Context: an optimization exercise on an open-source flow, tuned for small area and a short achievable clock period. The choices shown serve that exercise and are no tape-out recipe.
At most, simulation tests tie the RTL to the original design; equivalence was not proved.
Power and IR drop assume default switching activity.

== the baseline ==
==> flow/design.v <==
package psum_acc_pkg;
  function automatic integer store_width(input integer t_d_size, input integer f_width);
    store_width = t_d_size + $clog2(f_width - 1);
  endfunction
endpackage
module psum_line_buffer #(
  parameter int DEPTH = 32,
  parameter int WIDTH = 39
) (
  input  logic             clk,
  input  logic             i_shift,
  input  logic [WIDTH-1:0] i_wdata,
  output logic [WIDTH-1:0] o_head
);
  logic [WIDTH-1:0] r_mem [DEPTH];
  always_ff @(posedge clk) begin
    if (i_shift) begin
      r_mem[0] <= i_wdata;
      for (int i = 1; i < DEPTH; i++) r_mem[i] <= r_mem[i-1];
    end
  end
  assign o_head = r_mem[DEPTH-1];
endmodule
module psum_accumulator #(
  parameter int T_D_SIZE = 37,
  parameter int O_D_SIZE = 16,
  parameter int F_WIDTH  = 5,
  parameter int LINE_LEN = 32
) (
  input  logic                       clk,
  input  logic                       rst,
  input  logic                       clk_en,
  input  logic [T_D_SIZE-1:0]        psum_i,
  input  logic                       psum_valid_i,
  output logic                       psum_ready_o,
  input  logic [T_D_SIZE-1:0]        bias_i,
  input  logic [4:0]                 shift_i,
  output logic [O_D_SIZE-1:0]        out_data_o,
  output logic                       out_valid_o,
  input  logic                       out_ready_i,
  output logic [$clog2(F_WIDTH)-1:0] pass_o,
  output logic                       row_done_o
);
  localparam int SW = psum_acc_pkg::store_width(T_D_SIZE, F_WIDTH);
  localparam int FW = SW + 1;
  localparam int PW = $clog2(F_WIDTH);
  localparam int CW = (LINE_LEN > 1) ? $clog2(LINE_LEN) : 1;
  localparam logic [CW-1:0] COL_LAST  = CW'(LINE_LEN - 1);
  localparam logic [PW-1:0] PASS_LAST = PW'(F_WIDTH - 1);
  logic [CW-1:0]       r_col;
  logic [PW-1:0]       r_pass;
  logic                r_first;    
  logic                r_final;    
  logic [FW-1:0]       r_res_sum;  
  logic [4:0]          r_res_sh;   
  logic                r_out_valid;
  logic                r_row_done;
  logic                w_accept;
  logic                w_col_wrap;
  logic [SW-1:0]       w_head;
  logic [FW-1:0]       w_sum;
  assign psum_ready_o = clk_en & ~(r_final & r_out_valid & ~out_ready_i);
  assign w_accept     = psum_valid_i & psum_ready_o;
  assign w_col_wrap   = (r_col == COL_LAST);
  psum_line_buffer #(
    .DEPTH (LINE_LEN),
    .WIDTH (SW)
  ) u_line_buffer (
    .clk     (clk),
    .i_shift (w_accept),
    .i_wdata (w_sum[SW-1:0]),
    .o_head  (w_head)
  );
  logic [FW-1:0] w_head_x;
  logic [FW-1:0] w_psum_x;
  logic [FW-1:0] w_bias_x;
  assign w_head_x = {w_head[SW-1], w_head};
  assign w_psum_x = {{(FW-T_D_SIZE){psum_i[T_D_SIZE-1]}}, psum_i};
  assign w_bias_x = {{(FW-T_D_SIZE){bias_i[T_D_SIZE-1]}}, bias_i};
  logic [FW-1:0] w_head_g;
  logic [FW-1:0] w_bias_g;
  assign w_head_g = r_first ? '0 : w_head_x;
  assign w_bias_g = r_final ? w_bias_x : '0;
  logic [FW-1:0] w_cs_s;
  logic [FW-1:0] w_cs_c;
  assign w_cs_s = w_head_g ^ w_psum_x ^ w_bias_g;
  assign w_cs_c = {(w_head_g[FW-2:0] & w_psum_x[FW-2:0]) |
                   (w_head_g[FW-2:0] & w_bias_g[FW-2:0]) |
                   (w_psum_x[FW-2:0] & w_bias_g[FW-2:0]), 1'b0};
  assign w_sum  = w_cs_s + w_cs_c;
  logic [31:0] w_sh_oh;
  always_comb begin
    for (int k = 0; k < 32; k++) w_sh_oh[k] = (r_res_sh == 5'(k));
  end
  function automatic logic sum_bit(input logic [FW-1:0] v, input integer j);
    sum_bit = (j >= FW) ? v[FW-1] : v[j];
  endfunction
  logic [O_D_SIZE-1:0] w_shl;
  always_comb begin
    for (int i = 0; i < O_D_SIZE; i++) begin
      w_shl[i] = 1'b0;
      for (int k = 0; k < 32; k++) w_shl[i] = w_shl[i] | (w_sh_oh[k] & sum_bit(r_res_sum, i + k));
    end
  end
  logic [FW-1:0] w_top_eq;    
  always_comb begin
    w_top_eq[FW-1] = 1'b1;
    for (int j = FW - 2; j >= 0; j--)
      w_top_eq[j] = w_top_eq[j+1] & (r_res_sum[j] == r_res_sum[j+1]);
  end
  logic w_fits;
  always_comb begin
    w_fits = 1'b0;
    for (int k = 0; k < 32; k++)
      w_fits = w_fits | (w_sh_oh[k] & ((O_D_SIZE - 1 + k >= FW) ? 1'b1 : w_top_eq[O_D_SIZE-1+k]));
  end
  assign out_data_o = w_fits ? w_shl : {r_res_sum[FW-1], {(O_D_SIZE-1){~r_res_sum[FW-1]}}};
  always_ff @(posedge clk or posedge rst) begin
    if (rst) begin
      r_col       <= '0;
      r_pass      <= '0;
      r_first     <= 1'b1;
      r_final     <= 1'b0;
      r_res_sum   <= '0;
      r_res_sh    <= '0;
      r_out_valid <= 1'b0;
      r_row_done  <= 1'b0;
    end else if (clk_en) begin
      r_row_done <= 1'b0;
      if (r_out_valid && out_ready_i) begin
        r_out_valid <= 1'b0;
      end
      if (w_accept) begin
        r_col <= w_col_wrap ? '0 : r_col + 1'b1;
        if (r_final) begin
          r_res_sum   <= w_sum;
          r_res_sh    <= shift_i;
          r_out_valid <= 1'b1;
        end
        if (w_col_wrap) begin
          if (r_final) begin
            r_pass     <= '0;
            r_first    <= 1'b1;
            r_final    <= 1'b0;
            r_row_done <= 1'b1;
          end else begin
            r_pass     <= r_pass + 1'b1;
            r_first    <= 1'b0;
            r_final    <= (r_pass == PASS_LAST - 1'b1);
          end
        end
      end
    end
  end
  assign out_valid_o = r_out_valid;
  assign pass_o      = r_pass;
  assign row_done_o  = r_row_done;
endmodule
export LEC_CHECK = 0
export CAP_MARGIN = 20
export CORE_MARGIN = 2
export CORE_UTILIZATION = 40
export CTS_BUF_LIST = sky130_fd_sc_hd__clkbuf_8
export CTS_CLUSTER_DIAMETER = 40
export CTS_CLUSTER_SIZE = 20
export SETUP_SLACK_MARGIN = 5
export SLEW_MARGIN = 20
export BUFFER_PORTS_ARGS = -buffer_cell sky130_fd_sc_hd__buf_4
create_clock -name core_clock -period 9.0 [get_ports {clk}]
standard.sh (not shown) runs the stock make flow with config.mk's settings and CLKGATE_MAP_FILE= SYNTH_SCRIPT=/design/flow/synth_recipe.tcl, a recipe that flattens the netlist after the stock synthesis.
==> flow/flow/run.sh <==
#!/bin/bash
# Standard ORFS layout, with port buffers built from a plain buffer cell
# instead of the flow's default pick (a slow delay cell).
set -euo pipefail
cat flow/extra.mk >> config.mk
bash standard.sh > standard.log 2>&1
==> flow/flow/extra.mk <==
export BUFFER_PORTS_ARGS = -buffer_cell sky130_fd_sc_hd__buf_4
The baseline closes out successfully: all stages finished, all timing, DRC and antenna checks passed.
Edits applied to the flow inputs when going from the baseline to the candidate:
Settings: CTS_CLUSTER_SIZE: 20 -> unset; CTS_CLUSTER_DIAMETER: 40 -> unset; CTS_BUF_LIST: sky130_fd_sc_hd__clkbuf_8 -> unset.
==> notes.md <==
- Measured against each other, the baseline and the candidate differ in post-layout worst setup margin, the lower figure coming from the baseline.
- Diff the baseline and the candidate: worst slew margin relative to its limit higher in the baseline
- The candidate vs. the baseline: relative area of non-clock buffer cells in the final design saw an increase; final critical delay including setup and external delays lower.
No functional check of the RTL was part of any run of this note.

* * *

psum_accumulator, a different RTL version from the one above (not shown whole).
For scale: about 2,900 cells after synthesis, ~48,000 um^2 of cells after synthesis.
## psum_accumulator
module psum_accumulator #(
  parameter int T_D_SIZE = 37,
  parameter int O_D_SIZE = 16,
  parameter int F_WIDTH  = 5,
  parameter int LINE_LEN = 32
) (
  input  logic                       clk,
  input  logic                       rst,
  input  logic                       clk_en,
  input  logic [T_D_SIZE-1:0]        psum_i,
  input  logic                       psum_valid_i,
  output logic                       psum_ready_o,
  input  logic [T_D_SIZE-1:0]        bias_i,
  input  logic [4:0]                 shift_i,
  output logic [O_D_SIZE-1:0]        out_data_o,
  output logic                       out_valid_o,
  input  logic                       out_ready_i,
  output logic [$clog2(F_WIDTH)-1:0] pass_o,
  output logic                       row_done_o
);
==> flow/config.mk <==
export PLATFORM = sky130hd
export DESIGN_NAME = psum_accumulator
export DESIGN_NICKNAME = psum_accumulator
export VERILOG_FILES = /design/flow/design.v
export SDC_FILE = /design/flow/constraint.sdc
export NUM_CORES = 4
export LEC_CHECK = 0
export ABC_AREA = 1
export CAP_MARGIN = 20
export CORE_MARGIN = 2
export CORE_UTILIZATION = 40
export CTS_BUF_LIST = sky130_fd_sc_hd__clkbuf_8
export CTS_CLUSTER_DIAMETER = 40
export CTS_CLUSTER_SIZE = 20
export SETUP_SLACK_MARGIN = 5
export SLEW_MARGIN = 20
export BUFFER_PORTS_ARGS = -buffer_cell sky130_fd_sc_hd__buf_4
==> flow/constraint.sdc <==
create_clock -name core_clock -period 9.0 [get_ports {clk}]
set_input_delay 1.8000 -clock core_clock [delete_from_list [all_inputs] [get_ports {clk}]]
set_output_delay 1.8000 -clock core_clock [all_outputs]
set_load 0.01 [all_outputs]
Scripts as last shown in full above: flow/flow/run.sh, flow/flow/extra.mk
The first run went through all stages and came out clean.
Change:
ABC_AREA = unset   (was 1)
Die area falls slightly; via count falls by a few percent; routed wire length rises by a few percent; final area rises slightly.
Function was not checked in any run of this note: the RTL went through the layout flow alone.

* * *

Another version of the RTL of psum_accumulator (not shown whole).
Size: about 2600 cells after synthesis, ~110 I/O pins.
==> flow/config.mk <==
export PLATFORM = sky130hd
export DESIGN_NAME = psum_accumulator
export DESIGN_NICKNAME = psum_accumulator
export VERILOG_FILES = /design/flow/design.v
export SDC_FILE = /design/flow/constraint.sdc
export NUM_CORES = 4
export LEC_CHECK = 0
export CAP_MARGIN = 20
export CORE_MARGIN = 2
export CORE_UTILIZATION = 65
export SETUP_SLACK_MARGIN = 4
export SLEW_MARGIN = 20
==> flow/constraint.sdc <==
create_clock -name core_clock -period 9.0 [get_ports {clk}]
set_input_delay 1.8000 -clock core_clock [delete_from_list [all_inputs] [get_ports {clk}]]
set_output_delay 1.8000 -clock core_clock [all_outputs]
set_load 0.01 [all_outputs]
run.sh (not shown) runs the stock make flow with config.mk's settings and CLKGATE_MAP_FILE= SYNTH_SCRIPT=/design/flow/synth_recipe.tcl, a recipe that flattens the netlist after the stock synthesis.
Stock flow here: none of the scripts above is used.
The baseline went through all stages and came out clean.
Edit:
CORE_UTILIZATION = 40   (was 65)
CTS_BUF_LIST = sky130_fd_sc_hd__clkbuf_8   (was not set)
CTS_CLUSTER_DIAMETER = 40   (was not set)
CTS_CLUSTER_SIZE = 20   (was not set)
SETUP_SLACK_MARGIN = 3   (was 4)
Effect: The new run passed the timing, DRC and antenna checks. Total power is lower by roughly a tenth. Routed wire length goes down by a quarter to a third. Count of clock-buffer cells in the layout is higher by 7. Maximum frequency climbs by a few percent. Design area is lower slightly. Utilization shrinks by 31 points.
Edit:
==> flow/flow/run.sh (new file) <==
#!/bin/bash
# Standard ORFS layout, with port buffers built from a plain buffer cell
# instead of the flow's default pick (a slow delay cell).
set -euo pipefail
cat flow/extra.mk >> config.mk
bash standard.sh > standard.log 2>&1
==> flow/flow/extra.mk (new file) <==
export BUFFER_PORTS_ARGS = -buffer_cell sky130_fd_sc_hd__buf_4
==> flow/standard.sh (new file) <==
#!/bin/bash
# synth_recipe.tcl (not shown) runs the flow's synth.tcl, then flattens the netlist and writes it again
# the make line also repeats each setting of config.mk as NAME=value (left out here)
make -C /OpenROAD-flow-scripts/flow DESIGN_CONFIG=/design/flow/config.mk WORK_HOME=/design/flow/orfs CLKGATE_MAP_FILE= SYNTH_SCRIPT=/design/flow/synth_recipe.tcl "${@:-finish}"
BUFFER_PORTS_ARGS = -buffer_cell sky130_fd_sc_hd__buf_4   (was not set)
CTS_BUF_LIST = not set   (was sky130_fd_sc_hd__clkbuf_8)
CTS_CLUSTER_DIAMETER = not set   (was 40)
CTS_CLUSTER_SIZE = not set   (was 20)
SETUP_SLACK_MARGIN = 5   (was 3)
removed: flow/run.sh
Design area goes up by 3.9%.
Core utilization goes up by 1.8 points.
Clock power goes up by about 30%.
Global-route usage goes up by 0.70 points.
Total power goes up by 11%.
Non-clock buffer count goes up by 69.
Die area stays the same.
Edit:
SETUP_SLACK_MARGIN = 3   (was 5)
Total power goes down by 2.1%.
Global-route usage decreases by 0.49 points.
Hold slack is about the same.
Maximum frequency fell by about 4%.
Edit:
==> flow/run.sh (new file) <==
#!/bin/bash
# synth_recipe.tcl (not shown) runs the flow's synth.tcl, then flattens the netlist and writes it again
# the make line also repeats each setting of config.mk as NAME=value (left out here)
make -C /OpenROAD-flow-scripts/flow DESIGN_CONFIG=/design/flow/config.mk WORK_HOME=/design/flow/orfs CLKGATE_MAP_FILE= SYNTH_SCRIPT=/design/flow/synth_recipe.tcl finish
BUFFER_PORTS_ARGS = not set   (was -buffer_cell sky130_fd_sc_hd__buf_4)
removed: flow/flow/run.sh
removed: flow/flow/extra.mk
removed: flow/standard.sh
Result:
- total power goes up by 1.4%
- wire length stays flat
- area after synthesis is unchanged
- global-route usage barely changes
- core utilization goes up by 1.1 points
- design area goes up by 2.3%
- worst hold slack is better by 0.0099 ns
- die area does not change
- clock skew goes down by 0.016 ns
- count of clock-buffer cells in the layout goes down by 2
No functional check of the RTL was part of any run of this note.

* * *

Another version of the RTL of psum_accumulator (not shown whole).
Size: ~2,700 cells after synthesis, roughly 1,300 flip-flops, ~110 I/O pins, about 0.046 sq mm of cells after synthesis.
export LEC_CHECK = 0
export ABC_AREA = 1
export CAP_MARGIN = 20
export CORE_MARGIN = 2
export CORE_UTILIZATION = 62
export SETUP_SLACK_MARGIN = 5
export SLEW_MARGIN = 20
export BUFFER_PORTS_ARGS = -buffer_cell sky130_fd_sc_hd__buf_1
export CTS_ARGS = -sink_clustering_enable -repair_clock_nets -sink_clustering_size 20 -sink_clustering_max_diameter 40 -buf_list sky130_fd_sc_hd__clkbuf_8 -dont_use_dummy_load
create_clock -name core_clock -period 9.0 [get_ports {clk}]
standard.sh (not shown) runs the stock make flow with config.mk's settings and CLKGATE_MAP_FILE= SYNTH_SCRIPT=/design/flow/synth_recipe.tcl, a recipe that flattens the netlist after the stock synthesis.
==> flow/flow/run.sh <==
#!/bin/bash
# Standard ORFS layout, with port buffers built from a plain buffer cell
# instead of the flow's default pick (a slow delay cell).
set -euo pipefail
cat flow/extra.mk >> config.mk
bash standard.sh > standard.log 2>&1
==> flow/flow/extra.mk <==
export BUFFER_PORTS_ARGS = -buffer_cell sky130_fd_sc_hd__buf_1
export CTS_ARGS = -sink_clustering_enable -repair_clock_nets -sink_clustering_size 20 -sink_clustering_max_diameter 40 -buf_list sky130_fd_sc_hd__clkbuf_8 -dont_use_dummy_load
Rerun with:
==> flow/flow/run.sh (replaced) <==
#!/bin/bash
# Standard ORFS layout with three changes to how it is made:
#  - port buffers use a plain buffer cell (flow/extra.mk) instead of the
#    flow's default pick, a slow delay cell;
#  - the clock tree uses clkbuf_8 sink clusters of up to 18 flip-flops and no
#    dummy loads (flow/extra.mk);
#  - synthesis leaves full and half adders to ABC as plain logic instead of
#    mapping them to the slow sky130 fa/ha cells (ADDER_MAP_FILE empty).
#    Registers are untouched: this only changes the combinational mapping.
set -euo pipefail
cat flow/extra.mk >> config.mk
bash standard.sh ADDER_MAP_FILE= finish > standard.log 2>&1
==> flow/flow/extra.mk (replaced) <==
export BUFFER_PORTS_ARGS = -buffer_cell sky130_fd_sc_hd__buf_2
export CTS_ARGS = -sink_clustering_enable -repair_clock_nets -sink_clustering_size 18 -sink_clustering_max_diameter 70 -buf_list sky130_fd_sc_hd__clkbuf_8 -dont_use_dummy_load
--- a/flow/config.mk
+++ b/flow/config.mk
@@ -11 +11 @@
-export CORE_UTILIZATION = 62
+export CORE_UTILIZATION = 55
@@ -14,2 +14,2 @@
-export BUFFER_PORTS_ARGS = -buffer_cell sky130_fd_sc_hd__buf_1
-export CTS_ARGS = -sink_clustering_enable -repair_clock_nets -sink_clustering_size 20 -sink_clustering_max_diameter 40 -buf_list sky130_fd_sc_hd__clkbuf_8 -dont_use_dummy_load
+export BUFFER_PORTS_ARGS = -buffer_cell sky130_fd_sc_hd__buf_2
+export CTS_ARGS = -sink_clustering_enable -repair_clock_nets -sink_clustering_size 18 -sink_clustering_max_diameter 70 -buf_list sky130_fd_sc_hd__clkbuf_8 -dont_use_dummy_load
After rerunning: Design area decreases by about 3%; die area went up by about 14%; clock-buffer cell count goes down by 36; power decreases by about 12%; area after synthesis rises by 1.2%; routed wire length is higher by about 3%; worst setup slack gets better by 32 ps.

==> port drivers added, routing unchanged <==
In the flow no input, the clock included, has a driving cell. The finished layouts below were timed again as built, in two steps. Step 1 (the two cells are an assumption about what drives the block):
set clk [get_ports {clk}]
set_driving_cell -lib_cell sky130_fd_sc_hd__clkbuf_16 $clk
set_driving_cell -lib_cell sky130_fd_sc_hd__buf_2 [delete_from_list [all_inputs] $clk]
Step 2 times the ports against the registers' clock, not the clock port: input delays grow and output delays shrink by t, the midpoint of the rising clock arrivals with the driver on. Slacks: ideal / step 1 / step 2; pairs: ideal / step 1.
run	shift t [ns]	setup WS [ns]	worst setup path at the end
the baseline	0.885	3.102 / 3.037 / 3.552	input to register
the candidate	0.780	3.134 / 3.070 / 3.485	input to register
the first run of note 2	0.873	4.659 / 4.593 / 4.146	input to register
the second run of note 2	0.903	4.270 / 4.280 / 3.377	input to register
the first run of note 3	0.770	2.919 / 2.938 / 2.168	input to register
the second run of note 3	0.885	3.048 / 3.053 / 2.168	input to register
the third run of note 3	0.793	3.285 / 3.316 / 2.523	input to register
the fourth run of note 3	0.794	3.054 / 3.099 / 2.304	input to register
the fifth run of note 3	0.796	3.030 / 3.048 / 2.252	input to register
the first run of note 4	0.761	4.937 / 4.876 / 4.241	input to register
the second run of note 4	0.743	4.969 / 4.931 / 4.401	input to register
After both steps every run listed still meets setup and hold. The setup slack of the second run of note 2, which loses most, moves by +0.010 ns with the drivers and by -0.893 ns with both steps.
